What follows belongs to an exercise in optimizing a design on an open flow for small area; a production flow would make more cautious choices. Function was checked by simulation only, so behaviour that the tests miss may differ from the original. Power is estimated from default activity; no workload was simulated.

==> flow/design.v <==
package mem_walker_pkg;
  typedef enum logic [1:0] {
    ST_IDLE  = 2'd0,
    ST_CFG   = 2'd1,
    ST_RUN   = 2'd2,
    ST_DRAIN = 2'd3
  } walk_state_e;
  localparam int unsigned BUF_DEPTH  = 2;
  localparam int unsigned BUF_PTR_W  = 1;
  localparam int unsigned BUF_CNT_W  = 2;
endpackage
import mem_walker_pkg::*;
module mem_walker_out_fifo
#(
  parameter int DATA_W = 48
) (
  input  logic                 clk,
  input  logic                 reset,
  input  logic                 push_valid,
  input  logic [DATA_W-1:0]    push_data_n,   
  input  logic                 pop_ready,
  output logic [DATA_W-1:0]    out_data,
  output logic                 out_valid,
  output logic [BUF_CNT_W-1:0] count
);
  logic [DATA_W-1:0]    mem0_q, mem1_q;
  logic                 rd_ptr_q, wr_ptr;
  logic [BUF_CNT_W-1:0] count_q;
  logic                 full, pop, push;
  assign out_valid = count_q != '0;
  assign out_data  = rd_ptr_q ? mem1_q : mem0_q;
  assign count     = count_q;
  assign full      = count_q[1];
  assign pop       = out_valid && pop_ready;
  assign push      = push_valid && (!full || pop);
  assign wr_ptr    = rd_ptr_q ^ count_q[0];
  logic [DATA_W-1:0]    mem0_nx, mem1_nx;
  mem_walker_hold #(.W(DATA_W)) u_hold0 (
    .q(mem0_q), .d_n(push_data_n), .we_n(!(push && !wr_ptr)), .y(mem0_nx));
  mem_walker_hold #(.W(DATA_W)) u_hold1 (
    .q(mem1_q), .d_n(push_data_n), .we_n(!(push && wr_ptr)), .y(mem1_nx));
  always_ff @(posedge clk) begin
    mem0_q <= mem0_nx;
    mem1_q <= mem1_nx;
  end
  always_ff @(posedge clk or negedge reset) begin
    if (!reset) begin
      rd_ptr_q <= 1'b0;
      count_q  <= '0;
    end else begin
      if (pop) rd_ptr_q <= !rd_ptr_q;
      count_q <= count_q + BUF_CNT_W'(push) - BUF_CNT_W'(pop);
    end
  end
endmodule
module mem_walker_hold
#(
  parameter int W = 48
) (
  input  logic [W-1:0] q,
  input  logic [W-1:0] d_n,
  input  logic         we_n,
  output logic [W-1:0] y
);
  assign y = we_n ? q : ~d_n;
endmodule
import mem_walker_pkg::*;
module mem_walker_stride_nest
#(
  parameter int NUM_LOOPS     = 16,
  parameter int LOOP_ID_W     = 4,
  parameter int ADDR_WIDTH    = 48,
  parameter int ADDR_STRIDE_W = 16
) (
  input  logic                     clk,
  input  logic                     reset,
  input  logic [ADDR_WIDTH-1:0]    base_addr,
  input  logic                     loop_init,
  input  logic                     loop_enter,
  input  logic                     loop_index_valid,
  input  logic                     loop_exit,
  input  logic [LOOP_ID_W-1:0]     loop_index,
  input  logic                     loop_ctrl_done,
  input  logic                     cfg_addr_stride_v,
  input  logic [ADDR_STRIDE_W-1:0] cfg_addr_stride,
  output logic [ADDR_WIDTH-1:0]    addr_out,
  output logic                     addr_out_valid,
  input  logic                     addr_out_ready,
  output logic                     loop_stall,
  output logic                     busy,
  output logic                     cfg_err
);
  localparam int AW = ADDR_WIDTH;
  localparam int SW = ADDR_STRIDE_W;
  mem_walker_pkg::walk_state_e state_q, state_d;
  logic [LOOP_ID_W:0]       cnt_q, cnt_d;
  logic                     err_q, err_d;
  logic [SW-1:0]            stride_q [NUM_LOOPS];
  logic [AW-1:0]            itr_q    [NUM_LOOPS];
  logic [NUM_LOOPS-1:0]     itr_vld_q;
  logic [AW-1:0]            cur_q;
  logic                     fifo_push, fifo_pop, fifo_full;
  logic [BUF_CNT_W-1:0]     fifo_count;
  logic                     run, cfg_state, init, step, itr_we, cfg_we;
  logic [NUM_LOOPS-1:0]     idx_dec, cnt_dec, below_cnt;
  logic [SW-1:0]            stride_rd;
  logic [AW-1:0]            opa, opb, step_sum_n;
  logic                     in_range;
  logic                     unused_exit;
  assign unused_exit = loop_exit;
  assign run       = state_q == ST_RUN;
  assign cfg_state = !state_q[1];
  assign init      = loop_init && (state_q != ST_DRAIN);
  assign step      = run && loop_index_valid;
  assign itr_we    = run && !loop_init && (loop_index_valid || loop_enter);
  assign cfg_we    = cfg_addr_stride_v && cfg_state && !cnt_q[LOOP_ID_W];
  always_comb begin
    for (int i = 0; i < NUM_LOOPS; i++) begin
      idx_dec[i]   = loop_index == LOOP_ID_W'(i);
      cnt_dec[i]   = cnt_q[LOOP_ID_W-1:0] == LOOP_ID_W'(i);
      below_cnt[i] = (LOOP_ID_W+1)'(i) < cnt_q;
    end
  end
  assign in_range = |(idx_dec & below_cnt);
  always_comb begin
    stride_rd = '0;
    opa       = loop_init ? base_addr : (loop_enter ? cur_q : '0);
    for (int i = 0; i < NUM_LOOPS; i++) begin
      stride_rd = stride_rd | ({SW{idx_dec[i] && below_cnt[i]}} & stride_q[i]);
      opa       = opa | ({AW{idx_dec[i] && itr_vld_q[i] && !loop_enter && !loop_init}} & itr_q[i]);
    end
    opb = (loop_index_valid && !loop_init) ? {{(AW-SW){stride_rd[SW-1]}}, stride_rd} : '0;
  end
  logic [SW:0]      lo_sum;
  logic [AW-SW-1:0] hi_eq, hi_run;
  logic             hi_move;
  assign lo_sum  = {1'b0, opa[SW-1:0]} + {1'b0, opb[SW-1:0]};
  assign hi_eq   = opa[AW-1:SW] ^ {(AW-SW){opb[SW-1]}};
  assign hi_move = lo_sum[SW] ^ opb[SW-1];
  always_comb begin
    hi_run[0] = 1'b1;
    for (int i = 1; i < AW-SW; i++) hi_run[i] = hi_run[i-1] & hi_eq[i-1];
  end
  assign step_sum_n = ~{opa[AW-1:SW] ^ ({(AW-SW){hi_move}} & hi_run), lo_sum[SW-1:0]};
  assign fifo_push      = init || step;
  assign fifo_pop       = addr_out_valid && addr_out_ready;
  assign fifo_full      = fifo_count[1];
  logic [SW-1:0] stride_nx [NUM_LOOPS];
  logic [AW-1:0] itr_nx    [NUM_LOOPS];
  logic [AW-1:0] cur_nx;
  for (genvar i = 0; i < NUM_LOOPS; i++) begin : g_row
    mem_walker_hold #(.W(SW)) u_stride_hold (
      .q(stride_q[i]), .d_n(~cfg_addr_stride), .we_n(!(cfg_we && cnt_dec[i])), .y(stride_nx[i]));
    mem_walker_hold #(.W(AW)) u_itr_hold (
      .q(itr_q[i]), .d_n(step_sum_n), .we_n(!(itr_we && idx_dec[i])), .y(itr_nx[i]));
  end
  mem_walker_hold #(.W(AW)) u_cur_hold (
    .q(cur_q), .d_n(step_sum_n), .we_n(!(init || step)), .y(cur_nx));
  always_ff @(posedge clk) begin
    for (int i = 0; i < NUM_LOOPS; i++) begin
      stride_q[i] <= stride_nx[i];
      itr_q[i]    <= itr_nx[i];
    end
    cur_q <= cur_nx;
  end
  always_comb begin
    state_d = state_q;
    cnt_d   = cfg_we ? cnt_q + 1'b1 : cnt_q;
    err_d   = err_q
            || (cfg_addr_stride_v && !cfg_we)
            || (step && !loop_init && !in_range)
            || (fifo_push && fifo_full && !fifo_pop);
    case (state_q)
      ST_IDLE: begin
        if (loop_init)              state_d = ST_RUN;
        else if (cfg_addr_stride_v) state_d = ST_CFG;
      end
      ST_CFG: begin
        if (loop_init) state_d = ST_RUN;
      end
      ST_RUN: begin
        if (loop_ctrl_done) state_d = ST_DRAIN;
      end
      default: begin
        if (!fifo_count[1] && (!fifo_count[0] || fifo_pop)) begin
          state_d = ST_IDLE;
          cnt_d   = '0;
        end
      end
    endcase
  end
  always_ff @(posedge clk or negedge reset) begin
    if (!reset) begin
      state_q   <= ST_IDLE;
      cnt_q     <= '0;
      err_q     <= 1'b0;
      itr_vld_q <= '0;
    end else begin
      state_q   <= state_d;
      cnt_q     <= cnt_d;
      err_q     <= err_d;
      if (itr_we) itr_vld_q <= itr_vld_q | idx_dec;
    end
  end
  mem_walker_out_fifo #(
    .DATA_W(AW)
  ) u_out_fifo (
    .clk       (clk),
    .reset     (reset),
    .push_valid(fifo_push),
    .push_data_n(step_sum_n),
    .pop_ready (addr_out_ready),
    .out_data  (addr_out),
    .out_valid (addr_out_valid),
    .count     (fifo_count)
  );
  assign loop_stall = addr_out_valid && !addr_out_ready;
  assign busy       = state_q != ST_IDLE;
  assign cfg_err    = err_q;
endmodule
clock: 10.0 ns
lec_check: 0
cap_margin: 20
core_margin: 2
core_utilization: 40
cts_cluster_diameter: 100
cts_cluster_size: 25
slew_margin: 20
synth_hierarchical: 1
standard.sh (not shown) runs the stock make flow with config.mk's settings and CLKGATE_MAP_FILE= SYNTH_SCRIPT=/design/flow/synth_recipe.tcl, a recipe that flattens the netlist after the stock synthesis.
==> flow/flow/run.sh <==
#!/bin/bash
# Layout flow: the standard synthesis and ORFS flow (standard.sh), with
# two layout choices changed through ORFS's own variables:
#  - port buffers are the smallest buffer, buf_1, instead of the default pick;
#  - clock tree synthesis uses no dummy loads (same clustering as config.mk).
# Each step's full output goes to a log of its own here; ORFS's per-stage
# logs are under orfs/logs.
set -euo pipefail
bash standard.sh synth > synth.log 2>&1
bash standard.sh \
  "BUFFER_PORTS_ARGS=-buffer_cell sky130_fd_sc_hd__buf_1" \
  "CTS_ARGS=-sink_clustering_enable -repair_clock_nets -sink_clustering_size 25 -sink_clustering_max_diameter 100 -dont_use_dummy_load" \
  finish > layout.log 2>&1
Change:
--- a/flow/design.v
+++ b/flow/design.v
@@ -129,21 +129,11 @@
       stride_rd = stride_rd | ({SW{idx_dec[i] && below_cnt[i]}} & stride_q[i]);
       opa       = opa | ({AW{idx_dec[i] && itr_vld_q[i] && !loop_enter && !loop_init}} & itr_q[i]);
     end
     opb = (loop_index_valid && !loop_init) ? {{(AW-SW){stride_rd[SW-1]}}, stride_rd} : '0;
   end
-  logic [SW:0]      lo_sum;
-  logic [AW-SW-1:0] hi_eq, hi_run;
-  logic             hi_move;
-  assign lo_sum  = {1'b0, opa[SW-1:0]} + {1'b0, opb[SW-1:0]};
-  assign hi_eq   = opa[AW-1:SW] ^ {(AW-SW){opb[SW-1]}};
-  assign hi_move = lo_sum[SW] ^ opb[SW-1];
-  always_comb begin
-    hi_run[0] = 1'b1;
-    for (int i = 1; i < AW-SW; i++) hi_run[i] = hi_run[i-1] & hi_eq[i-1];
-  end
-  assign step_sum_n = ~{opa[AW-1:SW] ^ ({(AW-SW){hi_move}} & hi_run), lo_sum[SW-1:0]};
+  assign step_sum_n     = ~(opa + opb);
   assign fifo_push      = init || step;
   assign fifo_pop       = addr_out_valid && addr_out_ready;
   assign fifo_full      = fifo_count[1];
   logic [SW-1:0] stride_nx [NUM_LOOPS];
   logic [AW-1:0] itr_nx    [NUM_LOOPS];
The changed run ran to the end with no violations.
Hold slack barely changes.
Final area rose by 1.3%.
Routed wire length rose by 0.35%.
Sequential share of layout area fell by 0.67 points.
Die area rose by 0.91%.
Combinational power rose by 8.3%.
Non-clock buffer count fell by 8.

==> port drivers added, routing unchanged <==
Ports are ideal in the flow. The routed layouts listed here were re-timed in OpenROAD.
Step 1 assumes that a clkbuf_16 drives the clock port and a buf_2 every other input.
Step 2 times the ports against the registers' clock, not the clock port: input delays grow and output delays shrink by t, the midpoint of the rising clock arrivals with the driver on.
Three values: no drivers, after step 1, after step 2; two values: the first two.
run | t, ns | slack for setup (ns) | clock arrival spread, ns
the first run | 0.734 | 1.728 / 1.675 / 0.942 | 0.082 / 0.083
the second run | 0.729 | 1.922 / 1.941 / 1.212 | 0.102 / 0.102
After both steps every run listed still meets setup and hold. The setup slack of the first run, which loses most, moves by -0.053 ns with the drivers and by -0.786 ns with both steps.
